From an optimization exercise on the open Yosys and OpenROAD flow, aimed at small area, a short achievable clock period and few clock cycles per item; shortcuts taken in it are not production practice.
RTL that was checked went through simulation tests only; none was proved equivalent to the original.

==> inputs of raven <==
Design unsigned_to_radix_digits, start of the top module:
module unsigned_to_radix_digits (
  input  logic               clk,
  input  logic               rst_n,
  input  logic               in_push,
  output logic               in_full,
  input  logic [VALUE_W-1:0] in_value,
  output logic               out_empty,
  input  logic               out_pop,
  output logic [CHAR_W-1:0]  out_digit_char,
  output logic               out_last_digit,
  output logic [COUNT_W-1:0] out_digit_count,
  input  logic               cfg_valid,
  output logic               cfg_ready,
  input  logic [RADIX_W-1:0] cfg_data
);
  logic               dg_push;
  logic [RADIX_W-1:0] dg_digit;
  logic               dg_last;
  logic [DW_W-1:0]    dg_dw;
  logic [SKID_W-1:0]  skid_cnt;
  logic               emit_idle;
  urd_front u_front (
    .clk      (clk),
    .rst_n    (rst_n),
    .in_push  (in_push),
    .in_full  (in_full),
    .in_value (in_value),
    .cfg_valid(cfg_valid),
    .cfg_ready(cfg_ready),
    .cfg_data (cfg_data),
    .dg_push  (dg_push),
    .dg_digit (dg_digit),
    .dg_last  (dg_last),
    .dg_dw    (dg_dw),
    .skid_cnt (skid_cnt),
    .emit_idle(emit_idle)
  );
  urd_back u_back (
    .clk            (clk),
  ...
make LEC_CHECK=0 ABC_AREA=1 CAP_MARGIN=20 CORE_MARGIN=2 CORE_UTILIZATION=40 SLEW_MARGIN=20 finish   # period 16.0 ns
run.sh (not shown) runs the stock make flow with config.mk's settings and CLKGATE_MAP_FILE= SYNTH_SCRIPT=/design/flow/synth_recipe.tcl, a recipe that flattens the netlist after the stock synthesis.
==> indigo (differences from raven) <==
--- a/flow/design.v
+++ b/flow/design.v
@@ -33,16 +33,17 @@
   input  logic [SKID_W-1:0]  skid_cnt,    
   input  logic               emit_idle    
 );
   localparam int L = STAGES - 1;
   logic [RADIX_W-1:0] radix_r;
   logic [RADIX_W-1:0] radix_eff;
   logic [DW_W-1:0]    dw_eff;
   logic               free_r;      
+  logic               full_r;      
   logic [CHUNK_W-1:0] vch_r [CHUNKS];
   logic [3*TH_W-1:0]  thr_r;       
   logic [3*TH_W-1:0]  thm_r;
   logic [5:0]         md4_r;
   logic [3*TH_W-1:0]  thr_eff;
   logic [3*TH_W-1:0]  thm_eff;
   logic [5:0]         md4_eff;
   logic [DW_W-1:0]    dw_r;
@@ -57,51 +58,59 @@
   logic [CHUNK_W-1:0] pipe_r [STAGES];
   logic [RADIX_W-1:0] rem_r  [STAGES];
   logic               qnz_r  [STAGES];
   logic               srch_r;
   logic               found_r;
   logic [IDX_W-1:0]   tnext_r;
   logic               push_r;
   logic [RADIX_W-1:0] pushd_r;
-  logic               fin_r;       
-  logic               last_r;      
   logic [IDX_W-1:0]   tmax_eff;
   logic [IDX_W-1:0]   tmax_r;      
+  logic               tmv_eff;     
+  logic               tmv_r;
   logic               fpass_r;     
   logic               pend_r;      
   logic [IDX_W:0]     dcnt_r;      
   logic               tfin_r [STAGES];
   logic               tal_r  [STAGES];   
   logic               tfin   [STAGES];
   logic               tal    [STAGES];
-  logic               termd;
+  logic               termd;       
+  logic               fin_c;       
+  logic [CHUNK_W-1:0] pq;          
+  logic               pqnz;        
+  logic               pfin;        
+  logic [CHUNK_W-1:0] pq_r;
+  logic               pqnz_r;
+  logic               pfin_r;
   logic               fin0;
   logic [IDX_W-1:0]   in_top;
   logic [CHUNKS-1:0]  in_oh;
+  logic               in_go;       
+  logic               in_fin;      
   logic               tv   [STAGES];
   logic [IDX_W-1:0]   ti   [STAGES];
   logic               tf   [STAGES];
   logic               tl   [STAGES];
   logic [CHUNK_W-1:0] cin  [STAGES];
   logic [RADIX_W-1:0] rin  [STAGES];
   logic [CHUNK_W-1:0] quo  [STAGES];
   logic [RADIX_W-1:0] rout [STAGES];
   logic               qnzc [STAGES];
-  logic               term;
   logic               pushv;
   logic [RADIX_W-1:0] pushd;
   logic               srch_cur;
   logic               setf;
   logic               found_nx;
   logic               start;
   logic               pushdue;     
   logic               frz;         
-  assign cfg_ready = free_r && !push_r && (skid_cnt == '0) && emit_idle;
-  assign in_full   = !free_r;
+  assign cfg_ready = !full_r && !push_r && (skid_cnt == '0) && emit_idle;
+  assign in_full   = full_r;
   always_ff @(posedge clk) begin
     if (!rst_n) begin
       radix_r <= RADIX_RESET;
     end else if (cfg_valid && cfg_ready) begin
       radix_r <= cfg_data;
     end
   end
   always_comb begin
@@ -129,32 +138,39 @@
     end
   end
   always_comb begin
     logic [DW_W-1:0] fl;
     int              lim;
     fl = ((radix_eff & (radix_eff - 6'd1)) == '0) ? dw_eff : dw_eff - DW_W'(1);
     lim = (STAGES * int'(fl)) / CHUNK_W - 1;
     if (lim > CHUNKS - 1) lim = CHUNKS - 1;
-    tmax_eff = IDX_W'(lim);
+    tmv_eff  = (lim >= 0);
+    tmax_eff = (lim >= 0) ? IDX_W'(lim) : '0;
   end
   always_comb begin
-    logic above;
+    logic [CHUNKS-1:0] nz;
+    logic [IDX_W:0]    lo;      
+    for (int c = 0; c < CHUNKS; c++) begin
+      nz[c] = (in_value[c*CHUNK_W +: CHUNK_W] != '0);
+    end
+    for (int c = 0; c < CHUNKS; c++) begin
+      in_oh[c] = (c == 0 || nz[c]) && !(|(nz >> (c + 1)));
+    end
     in_top = '0;
     for (int c = 0; c < CHUNKS; c++) begin
-      if (in_value[c*CHUNK_W +: CHUNK_W] != '0) begin
-        in_top = IDX_W'(c);
-      end
+      in_top = in_top | (IDX_W'(c) & {IDX_W{in_oh[c]}});
     end
-    above = 1'b0;
-    for (int c = CHUNKS - 1; c > 0; c--) begin
-      in_oh[c] = !above && (in_value[c*CHUNK_W +: CHUNK_W] != '0);
-      above    = above || in_oh[c];
+    lo     = dcnt_r + (IDX_W+1)'(frz) - (IDX_W+1)'(1);
+    in_go  = (dcnt_r + (IDX_W+1)'(frz) <= (IDX_W+1)'(1));
+    in_fin = tmv_eff;
+    for (int c = 0; c < CHUNKS; c++) begin
+      if ((IDX_W+1)'(c) >= lo) in_go = in_go | nz[c];
+      if (IDX_W'(c) > tmax_eff) in_fin = in_fin & !nz[c];
     end
-    in_oh[0] = !above;
   end
   always_comb begin
     tv[0]  = act0_r;
     ti[0]  = idx0_r;
     tf[0]  = first0_r;
     tl[0]  = oh0_r[0];
     tfin[0] = fpass_r;
     tal[0]  = 1'b1;
@@ -182,105 +198,108 @@
       .thr    (thr_r),
       .thr_m1 (thm_r),
       .mod4   (md4_r),
       .quo    (quo[s]),
       .rem_out(rout[s])
     );
   end
   always_comb begin
-    term  = 1'b0;
-    termd = 1'b0;
     pushv = 1'b0;
     pushd = '0;
+    pq    = '0;
+    pqnz  = 1'b0;
+    pfin  = 1'b0;
     for (int s = 0; s < STAGES; s++) begin
       qnzc[s] = (!tf[s] && qnz_r[s]) || (quo[s] != '0);
       if (tv[s] && tl[s] && tal[s]) begin
         pushv = 1'b1;
         pushd = pushd | rout[s];
-        if (!qnzc[s]) begin
-          termd = 1'b1;
-          if (!tfin[s]) term = 1'b1;
-        end
+        pq    = pq | quo[s];
+        pqnz  = pqnz | (!tf[s] && qnz_r[s]);
+        pfin  = pfin | tfin[s];
       end
     end
-    pushv = pushv && !fin_r;
-    term  = term && !fin_r;
+    termd = push_r && !pqnz_r && (pq_r == '0);
+    fin_c = termd && !pfin_r;
+    pushv = pushv && !fin_c;
   end
   assign srch_cur = tf[L] ? 1'b1 : srch_r;
   assign setf     = tv[L] && !tfin[L] && srch_cur && (quo[L] != '0);
   assign fin0     = act0_r && tl[0] && fpass_r;
   assign found_nx = setf || found_r;
   assign start    = found_r && (!act0_r || tl[0]);
   always_comb begin
     pushdue = act0_r && oh0_r[0];
     for (int s = 1; s < STAGES; s++) pushdue = pushdue || (tv_r[s] && tl_r[s]);
   end
   assign frz = pushdue && ({1'b0, skid_cnt} + (SKID_W+1)'(push_r) >= (SKID_W+1)'(SKID));
   always_ff @(posedge clk) begin
     if (!rst_n) begin
       free_r  <= 1'b1;
+      full_r  <= 1'b0;
       act0_r  <= 1'b0;
       found_r <= 1'b0;
       push_r  <= 1'b0;
-      fin_r   <= 1'b0;
-      last_r  <= 1'b0;
       pend_r  <= 1'b0;
       dcnt_r  <= '0;
       for (int s = 0; s < STAGES; s++) tv_r[s] <= 1'b0;
     end else begin
       push_r <= pushv && !frz;
-      fin_r  <= term && !frz;
-      last_r <= termd && !fin_r && !frz;
-      if (fin_r) begin
+      if (fin_c) begin
         dcnt_r <= '0;
       end else if (!frz) begin
         if (fin0) begin
           dcnt_r <= (IDX_W+1)'(STAGES - 1);
         end else if (dcnt_r != '0) begin
           dcnt_r <= dcnt_r - (IDX_W+1)'(1);
         end
       end
       for (int s = 1; s < STAGES; s++) begin
-        if (fin_r) begin
+        if (fin_c) begin
           tv_r[s] <= 1'b0;
         end else if (!frz) begin
           tv_r[s] <= tv[s-1];
         end
       end
       if (free_r) begin
-        act0_r  <= in_push && (dcnt_r <= {1'b0, in_top} + (IDX_W+1)'(1));
-        pend_r  <= in_push && (dcnt_r >  {1'b0, in_top} + (IDX_W+1)'(1));
+        act0_r  <= in_push && in_go;
+        pend_r  <= in_push && !in_go;
         free_r  <= !in_push;
+        full_r  <= in_push;
         found_r <= 1'b0;
       end else begin
         if (!frz) begin
           if (pend_r) begin
             if (dcnt_r <= {1'b0, idx0_r} + (IDX_W+1)'(1)) begin
               act0_r <= 1'b1;
               pend_r <= 1'b0;
             end
           end else if (start) begin
             act0_r <= 1'b1;
           end else if (act0_r && tl[0]) begin
             act0_r <= 1'b0;
           end
-          found_r <= (start || fin_r) ? 1'b0 : found_nx;
+          found_r <= (start || fin_c) ? 1'b0 : found_nx;
         end
-        if ((term || fin0) && !frz) begin
+        if (fin_c || (fin0 && !frz)) begin
           free_r <= 1'b1;
+          full_r <= 1'b0;
         end
         if (fin0 && !frz) begin
           act0_r <= 1'b0;
         end
       end
     end
   end
   always_ff @(posedge clk) begin
     pushd_r <= pushd;
+    pq_r    <= pq;
+    pqnz_r  <= pqnz;
+    pfin_r  <= pfin;
     if (!frz) begin
       for (int s = 1; s < STAGES; s++) begin
         ti_r[s]   <= ti[s-1];
         tf_r[s]   <= tf[s-1];
         tl_r[s]   <= tl[s-1];
         tfin_r[s] <= tfin[s-1];
         tal_r[s]  <= tal[s-1] && qnzc[s-1];
         pipe_r[s] <= quo[s-1];
@@ -299,42 +318,43 @@
       end
     end
     if (free_r) begin
       for (int c = 0; c < CHUNKS; c++) begin
         vch_r[c] <= CHUNK_W'(in_value >> (c * CHUNK_W));
       end
       idx0_r   <= in_top;
       tmax_r   <= tmax_eff;
-      fpass_r  <= (in_top <= tmax_eff);
+      tmv_r    <= tmv_eff;
+      fpass_r  <= in_fin;
       oh0_r    <= in_oh;
       first0_r <= 1'b1;
       thr_r    <= thr_eff;
       thm_r    <= thm_eff;
       md4_r    <= md4_eff;
       dw_r     <= dw_eff;
     end else if (!frz) begin
       if (tv[L] && !tfin[L]) begin
         vch_r[ti[L]] <= quo[L];
       end
       if (start) begin
         idx0_r   <= tnext_r;
-        fpass_r  <= (tnext_r <= tmax_r);
+        fpass_r  <= tmv_r && (tnext_r <= tmax_r);
         first0_r <= 1'b1;
         for (int c = 0; c < CHUNKS; c++) oh0_r[c] <= (tnext_r == IDX_W'(c));
       end else if (act0_r) begin
         idx0_r   <= idx0_r - IDX_W'(1);
         oh0_r    <= oh0_r >> 1;
         first0_r <= 1'b0;
       end
     end
   end
   assign dg_push  = push_r;
   assign dg_digit = pushd_r;
-  assign dg_last  = last_r;
+  assign dg_last  = termd;
   assign dg_dw    = dw_r;
 endmodule
 import urd_pkg::*;
 module urd_div (
   input  logic [RADIX_W-1:0] rem_in,     
   input  logic [CHUNK_W-1:0] chunk,      
   input  logic [3*TH_W-1:0]  thr,        
   input  logic [3*TH_W-1:0]  thr_m1,     
==> summary.txt <==
| item | raven | indigo |
|---|---|---|
| Core region area | 74,100 sq um | 73,200 sq um |
| Logic inverters | 460 | 459 |
| Worst Setup Slack post-DPL | 9170 ps | 8910 ps |
| Run status | finished clean | finished clean |
| Length of routed wiring on met1 | 43.8 mm | 43.2 mm |
| Worst-case setup margin in the final layout | 9650 ps | 8880 ps |
| Worst reg2reg path startpoint | u_front.oh0_r[3] | u_front.thr_r[5] |
| DP Area | 31,400 sq um | 31,500 sq um |
| Fraction of synthesized cell area taken by the top area cell type | 0.330 | 0.331 |
| Area of the mapped netlist | 29,800 sq um | 29,700 sq um |
| Clock network area share | 0.0481 | 0.0457 |
| Starting Density | 0.402 | 0.406 |
| Slowest-stage cell, CP | edfxtp_1 | o21ai_0 |
Testbench counts of indigo, summed over its fixed seeds: cycles 33,999, items 928.
Function not checked in raven: the RTL went through the layout flow alone.

---

==> run a: inputs <==
unsigned_to_radix_digits, a different RTL version from the one above (not shown whole).
Settings: LEC_CHECK=0, ABC_AREA=1, CAP_MARGIN=20, CORE_MARGIN=2, CORE_UTILIZATION=40, SLEW_MARGIN=20; clock period 16.0 ns.
==> run b: changes against run a <==
--- a/flow/design.v
+++ b/flow/design.v
@@ -36,11 +36,10 @@
   localparam int L = STAGES - 1;
   logic [RADIX_W-1:0] radix_r;
   logic [RADIX_W-1:0] radix_eff;
   logic [DW_W-1:0]    dw_eff;
   logic               free_r;      
-  logic               full_r;      
   logic [CHUNK_W-1:0] vch_r [CHUNKS];
   logic [3*TH_W-1:0]  thr_r;       
   logic [3*TH_W-1:0]  thm_r;
   logic [5:0]         md4_r;
   logic [3*TH_W-1:0]  thr_eff;
@@ -78,12 +77,10 @@
   logic               tal    [STAGES];
   logic               termd;
   logic               fin0;
   logic [IDX_W-1:0]   in_top;
   logic [CHUNKS-1:0]  in_oh;
-  logic               in_go;       
-  logic               in_fin;      
   logic               tv   [STAGES];
   logic [IDX_W-1:0]   ti   [STAGES];
   logic               tf   [STAGES];
   logic               tl   [STAGES];
   logic [CHUNK_W-1:0] cin  [STAGES];
@@ -98,12 +95,12 @@
   logic               setf;
   logic               found_nx;
   logic               start;
   logic               pushdue;     
   logic               frz;         
-  assign cfg_ready = !full_r && !push_r && (skid_cnt == '0) && emit_idle;
-  assign in_full   = full_r;
+  assign cfg_ready = free_r && !push_r && (skid_cnt == '0) && emit_idle;
+  assign in_full   = !free_r;
   always_ff @(posedge clk) begin
     if (!rst_n) begin
       radix_r <= RADIX_RESET;
     end else if (cfg_valid && cfg_ready) begin
       radix_r <= cfg_data;
@@ -141,29 +138,23 @@
     if (lim > CHUNKS - 1) lim = CHUNKS - 1;
     tmv_eff  = (lim >= 0);
     tmax_eff = (lim >= 0) ? IDX_W'(lim) : '0;
   end
   always_comb begin
-    logic [CHUNKS-1:0] nz;
-    logic [IDX_W:0]    lo;      
-    for (int c = 0; c < CHUNKS; c++) begin
-      nz[c] = (in_value[c*CHUNK_W +: CHUNK_W] != '0);
-    end
-    for (int c = 0; c < CHUNKS; c++) begin
-      in_oh[c] = (c == 0 || nz[c]) && !(|(nz >> (c + 1)));
-    end
+    logic above;
     in_top = '0;
     for (int c = 0; c < CHUNKS; c++) begin
-      in_top = in_top | (IDX_W'(c) & {IDX_W{in_oh[c]}});
+      if (in_value[c*CHUNK_W +: CHUNK_W] != '0) begin
+        in_top = IDX_W'(c);
+      end
     end
-    lo     = dcnt_r + (IDX_W+1)'(frz) - (IDX_W+1)'(1);
-    in_go  = (dcnt_r + (IDX_W+1)'(frz) <= (IDX_W+1)'(1));
-    in_fin = tmv_eff;
-    for (int c = 0; c < CHUNKS; c++) begin
-      if ((IDX_W+1)'(c) >= lo) in_go = in_go | nz[c];
-      if (IDX_W'(c) > tmax_eff) in_fin = in_fin & !nz[c];
+    above = 1'b0;
+    for (int c = CHUNKS - 1; c > 0; c--) begin
+      in_oh[c] = !above && (in_value[c*CHUNK_W +: CHUNK_W] != '0);
+      above    = above || in_oh[c];
     end
+    in_oh[0] = !above;
   end
   always_comb begin
     tv[0]  = act0_r;
     ti[0]  = idx0_r;
     tf[0]  = first0_r;
@@ -228,11 +219,10 @@
   end
   assign frz = pushdue && ({1'b0, skid_cnt} + (SKID_W+1)'(push_r) >= (SKID_W+1)'(SKID));
   always_ff @(posedge clk) begin
     if (!rst_n) begin
       free_r  <= 1'b1;
-      full_r  <= 1'b0;
       act0_r  <= 1'b0;
       found_r <= 1'b0;
       push_r  <= 1'b0;
       fin_r   <= 1'b0;
       last_r  <= 1'b0;
@@ -258,14 +248,13 @@
         end else if (!frz) begin
           tv_r[s] <= tv[s-1];
         end
       end
       if (free_r) begin
-        act0_r  <= in_push && in_go;
-        pend_r  <= in_push && !in_go;
+        act0_r  <= in_push && (dcnt_r + (IDX_W+1)'(frz) <= {1'b0, in_top} + (IDX_W+1)'(1));
+        pend_r  <= in_push && (dcnt_r + (IDX_W+1)'(frz) >  {1'b0, in_top} + (IDX_W+1)'(1));
         free_r  <= !in_push;
-        full_r  <= in_push;
         found_r <= 1'b0;
       end else begin
         if (!frz) begin
           if (pend_r) begin
             if (dcnt_r <= {1'b0, idx0_r} + (IDX_W+1)'(1)) begin
@@ -279,11 +268,10 @@
           end
           found_r <= (start || fin_r) ? 1'b0 : found_nx;
         end
         if ((term || fin0) && !frz) begin
           free_r <= 1'b1;
-          full_r <= 1'b0;
         end
         if (fin0 && !frz) begin
           act0_r <= 1'b0;
         end
       end
@@ -318,11 +306,11 @@
         vch_r[c] <= CHUNK_W'(in_value >> (c * CHUNK_W));
       end
       idx0_r   <= in_top;
       tmax_r   <= tmax_eff;
       tmv_r    <= tmv_eff;
-      fpass_r  <= in_fin;
+      fpass_r  <= tmv_eff && (in_top <= tmax_eff);
       oh0_r    <= in_oh;
       first0_r <= 1'b1;
       thr_r    <= thr_eff;
       thm_r    <= thm_eff;
       md4_r    <= md4_eff;
- CORE_UTILIZATION: 40 -> 55
==> results list <==
- The run finished with no timing, DRC or antenna violations.
- Wire length after detailed routing: 101400 um
- Site Rows: 99
- CTS Buf Count: 47
- Proportion of synthesized area in mux cells: 0.2078%
- Final WS setup: 9529 ps
- After filler insertion, the fill cell instance count of the layout stands at 7180.
- Slew Limit Headroom: 24.07%
- Summing every instance area after synthesis gives 0.02951 sq mm.
# the run above: run a

==> results list <==
* Met3 routed wirelength: 11850 um
- Final WS setup: 9203 ps
- The synthesized netlist occupies a cell area of 0.02968 sq mm.
* CTS Buf Count: 43
- The filler cells instantiated in the layout total 4776.
- The worst pin sits at a relative slew slack of 24.44%.
* Capturing point of the worst reg2reg path: u_front.vch_r[5][1]
* Flip-flop and latch count after synthesis: 380
- Status: complete, no violations
- Proportion of synthesized area in mux cells: 0.03372%
* Pin count of the biggest net entering global routing: 85
# the run above: run b

Testbench counts of run a, summed over its fixed seeds: cycles 33,987, items 928.
Testbench counts of run b, summed over its fixed seeds: cycles 33,987, items 928.

separate check: timing with driven ports:
In the flow no input, the clock included, has a driving cell. The finished layouts below were timed again as built, in two steps. Step 1: set_driving_cell puts a clkbuf_16 on clk and a buf_2 on each other input, an assumption about the parent block. Step 2 moves the port delays by t, midway between the first and last clock arrival at a register: inputs arrive t later, outputs are due t later. That takes back most of the time a late clock gives input paths. Slacks: ideal / step 1 / step 2; pairs: ideal / step 1.
run	t (ns)	setup slack, ns	hold WS [ns]	clock arrival spread, ns	worst register clock-pin slew, ns
raven	0.668	9.653 / 9.635 / 9.188	0.405 / 0.405 / 0.405	0.056 / 0.055	0.07 / 0.07
indigo	0.651	8.875 / 8.875 / 8.875	0.418 / 0.418 / 0.418	0.030 / 0.030	0.07 / 0.07
run a	0.665	9.529 / 9.529 / 9.529	0.420 / 0.420 / 0.420	0.039 / 0.039	0.07 / 0.07
run b	0.653	9.203 / 9.241 / 8.588	0.422 / 0.422 / 0.422	0.036 / 0.036	0.07 / 0.07
After both steps every run listed still meets setup and hold. For run b, which loses most, drivers alone change the setup slack by +0.038 ns; drivers and shift together by -0.615 ns.
